Background: an optimization exercise with open tools, aiming at small area. Do not read the settings as production practice. Where RTL was checked, it was by simulation tests only, not by an equivalence proof against the original. Power figures rest on the tool's default switching activity, not on a simulated workload.

run C:
==> flow/design.v <==
package fft_pkg;
    localparam int unsigned N_POINTS = 16;
    localparam int unsigned DATA_W   = 16;
    localparam int unsigned LOG2N    = 4;
    localparam int unsigned CNT_W    = LOG2N + 1;
    typedef struct packed {
        logic [DATA_W-1:0] re;
        logic [DATA_W-1:0] im;
    } sample_t;
    typedef enum logic {
        ST_FILL = 1'b0,
        ST_FULL = 1'b1
    } load_state_t;
    function automatic logic [LOG2N-1:0] bitrev(input logic [LOG2N-1:0] idx);
        logic [LOG2N-1:0] r;
        r = '0;
        for (int i = 0; i < LOG2N; i++) begin
            r[i] = idx[LOG2N-1-i];
        end
        bitrev = r;
    endfunction
endpackage
module toggle_detect (
    input  logic clk,
    input  logic rst,
    input  logic level,
    output logic level_q,
    output logic change_c
);
    always_ff @(posedge clk) begin
        if (rst) begin
            level_q <= 1'b0;
        end else begin
            level_q <= level;
        end
    end
    assign change_c = level != level_q;
endmodule
import fft_pkg::*;
module fft_input_loader (
    input  logic                       clk,
    input  logic                       rst,
    input  logic                       s_valid,
    output logic                       s_ready,
    input  logic [DATA_W-1:0]          s_real,
    input  logic [DATA_W-1:0]          s_imag,
    output logic [N_POINTS*DATA_W-1:0] frame_real,
    output logic [N_POINTS*DATA_W-1:0] frame_imag,
    output logic                       new_input_flag,
    input  logic                       fft_ready_flag,
    output logic                       fft_busy,
    output logic [15:0]                frames_launched
);
    logic [CNT_W-1:0]                  fill_cnt;
    logic [N_POINTS-1:0][DATA_W-1:0]   fill_real;
    logic [N_POINTS-1:0][DATA_W-1:0]   fill_imag;
    logic [LOG2N-1:0]                  lane_c;
    logic                              full_c;
    logic                              accept_c;
    logic                              launch_c;
    logic                              ready_q;
    logic                              ready_tgl_c;
    logic                              ld_c;
    logic                              hold_c;
    logic [N_POINTS-1:0]               wr_c;
    logic [N_POINTS-1:0]               keep_c;
    assign full_c   = fill_cnt[LOG2N];
    assign s_ready  = !rst && !full_c;
    assign accept_c = s_valid && s_ready;
    assign launch_c = full_c && !fft_busy;
    assign lane_c = fft_pkg::bitrev(fill_cnt[LOG2N-1:0]);
    toggle_detect u_ready_det (
        .clk      (clk),
        .rst      (rst),
        .level    (fft_ready_flag),
        .level_q  (ready_q),
        .change_c (ready_tgl_c)
    );
    always_comb begin
        for (int k = 0; k < N_POINTS; k++) begin
            wr_c[k]   = accept_c && (lane_c == LOG2N'(k));
            keep_c[k] = !wr_c[k];
        end
    end
    assign ld_c   = !rst && launch_c;
    assign hold_c = !rst && !launch_c;
    logic [N_POINTS-1:0][DATA_W-1:0]   fill_real_d;
    logic [N_POINTS-1:0][DATA_W-1:0]   fill_imag_d;
    logic [N_POINTS*DATA_W-1:0]        frame_real_d;
    logic [N_POINTS*DATA_W-1:0]        frame_imag_d;
    for (genvar k = 0; k < N_POINTS; k++) begin : g_lane
        for (genvar b = 0; b < DATA_W; b++) begin : g_bit
            ao22_bit u_fill_re (
                .a1 (wr_c[k]),   .a2 (s_real[b]),
                .b1 (keep_c[k]), .b2 (fill_real[k][b]),
                .y  (fill_real_d[k][b])
            );
            ao22_bit u_fill_im (
                .a1 (wr_c[k]),   .a2 (s_imag[b]),
                .b1 (keep_c[k]), .b2 (fill_imag[k][b]),
                .y  (fill_imag_d[k][b])
            );
            ao22_bit u_frame_re (
                .a1 (ld_c),   .a2 (fill_real[k][b]),
                .b1 (hold_c), .b2 (frame_real[k*DATA_W+b]),
                .y  (frame_real_d[k*DATA_W+b])
            );
            ao22_bit u_frame_im (
                .a1 (ld_c),   .a2 (fill_imag[k][b]),
                .b1 (hold_c), .b2 (frame_imag[k*DATA_W+b]),
                .y  (frame_imag_d[k*DATA_W+b])
            );
        end
    end
    always_ff @(posedge clk) begin
        fill_real  <= fill_real_d;
        fill_imag  <= fill_imag_d;
        frame_real <= frame_real_d;
        frame_imag <= frame_imag_d;
    end
    always_ff @(posedge clk) begin
        if (rst) begin
            fill_cnt        <= '0;
            new_input_flag  <= 1'b0;
            fft_busy        <= 1'b0;
            frames_launched <= '0;
        end else begin
            if (accept_c) begin
                fill_cnt <= fill_cnt + CNT_W'(1);
            end
            if (launch_c) begin
                new_input_flag  <= ~new_input_flag;
                fill_cnt        <= '0;
                frames_launched <= frames_launched + 16'd1;
            end
            if (launch_c) begin
                fft_busy <= 1'b1;
            end else if (ready_tgl_c) begin
                fft_busy <= 1'b0;
            end
        end
    end
endmodule
module ao22_bit (
    input  logic a1,
    input  logic a2,
    input  logic b1,
    input  logic b2,
    output logic y
);
    assign y = (a1 & a2) | (b1 & b2);
endmodule
Settings: LEC_CHECK=0, CAP_MARGIN=10, CORE_MARGIN=2, CORE_UTILIZATION=75, PLACE_DENSITY=0.82, SLEW_MARGIN=10, SYNTH_HIERARCHICAL=1, SYNTH_MINIMUM_KEEP_SIZE=0, BUFFER_PORTS_ARGS=-buffer_cell sky130_fd_sc_hd__buf_1, CTS_ARGS=-sink_clustering_enable -repair_clock_nets -buf_list sky130_fd_sc_hd__clkbuf_8 -dont_use_dummy_load -sink_clustering_size 20 -sink_clustering_max_diameter 50, REMOVE_ABC_BUFFERS=1; clock period 6.0 ns.
standard.sh (not shown) runs the stock make flow with config.mk's settings and CLKGATE_MAP_FILE= SYNTH_SCRIPT=/design/flow/synth_recipe.tcl, a recipe that flattens the netlist after the stock synthesis.
==> flow/flow/run.sh <==
#!/bin/bash
# Standard ORFS layout (the standard.sh) with area-oriented settings:
# smallest port buffers, small clock buffers without dummy loads and no
# pre-placement upsizing.
set -e
cat >> config.mk <<'EOT'
export BUFFER_PORTS_ARGS = -buffer_cell sky130_fd_sc_hd__buf_1
export CTS_ARGS = -sink_clustering_enable -repair_clock_nets -buf_list sky130_fd_sc_hd__clkbuf_8 -dont_use_dummy_load -sink_clustering_size 20 -sink_clustering_max_diameter 50
export REMOVE_ABC_BUFFERS = 1
EOT
bash standard.sh > standard.log 2>&1
For run A, these inputs were changed with respect to run C:
--- a/flow/design.v
+++ b/flow/design.v
@@ -76,13 +76,13 @@
         .level_q  (ready_q),
         .change_c (ready_tgl_c)
     );
     always_comb begin
         for (int k = 0; k < N_POINTS; k++) begin
             wr_c[k]   = accept_c && (lane_c == LOG2N'(k));
-            keep_c[k] = !wr_c[k];
+            keep_c[k] = !rst && !wr_c[k];
         end
     end
     assign ld_c   = !rst && launch_c;
     assign hold_c = !rst && !launch_c;
     logic [N_POINTS-1:0][DATA_W-1:0]   fill_real_d;
     logic [N_POINTS-1:0][DATA_W-1:0]   fill_imag_d;
## What came out
Run A ends up with lower ratio of final minimum period to clock period than run C does. Compared with run C, run A shows average wire per cell in the routed design higher by 2.2%. Going from run C to run A, design area ~0 delta; post-synthesis instance area saw little to no change. Taking run C as the reference, in run A register area share after synthesis flat, worst max-slew margin expressed relative to the limit down 0.60 points, end-of-flow core utilization flat, final-layout clock-cell area share flat, floorplan core area flat. Higher aggregate global-route resource usage goes to run A over run C. Non-clock buffer count: run A vs run C down 13. Relative to run C, required time of the worst setup path has increased by 20 ps in run A. Taking run C as the reference, in run A total power down 2.4%, shortest period the worst path allows decreased 730 ps.
Only the layout flow was run in run C; the RTL was not checked for function there.

port drivers added, routing unchanged:
The flow's constraints put no driver on any port. The routed layouts listed below were extracted and timed again, unchanged, in two steps.
Step 1 assumes that a clkbuf_16 drives the clock port and a buf_2 every other input.
Step 2 adds t to the input delays and takes it off the output delays; t is the mean of the earliest and latest rising clock arrival at the registers after step 1. Input paths then give back, and output paths get back, about the clock's delay inside the block.
Slacks: no drivers / after step 1 / after step 2; pairs: no drivers / after step 1.
run | t (ns) | slack for setup (ns) | worst setup path at the end | worst register clock-pin slew, ns | cell pins on the clock port's net
run C | 0.755 | 1.942 / 1.971 / 1.216 | input to register | 0.12 / 0.12 | 1
run A | 0.788 | 2.667 / 2.678 / 1.918 | input to register | 0.12 / 0.12 | 1
After both steps setup and hold are still met in every run listed. For run A, which loses most, drivers alone change the setup slack by +0.011 ns; drivers and shift together by -0.749 ns.
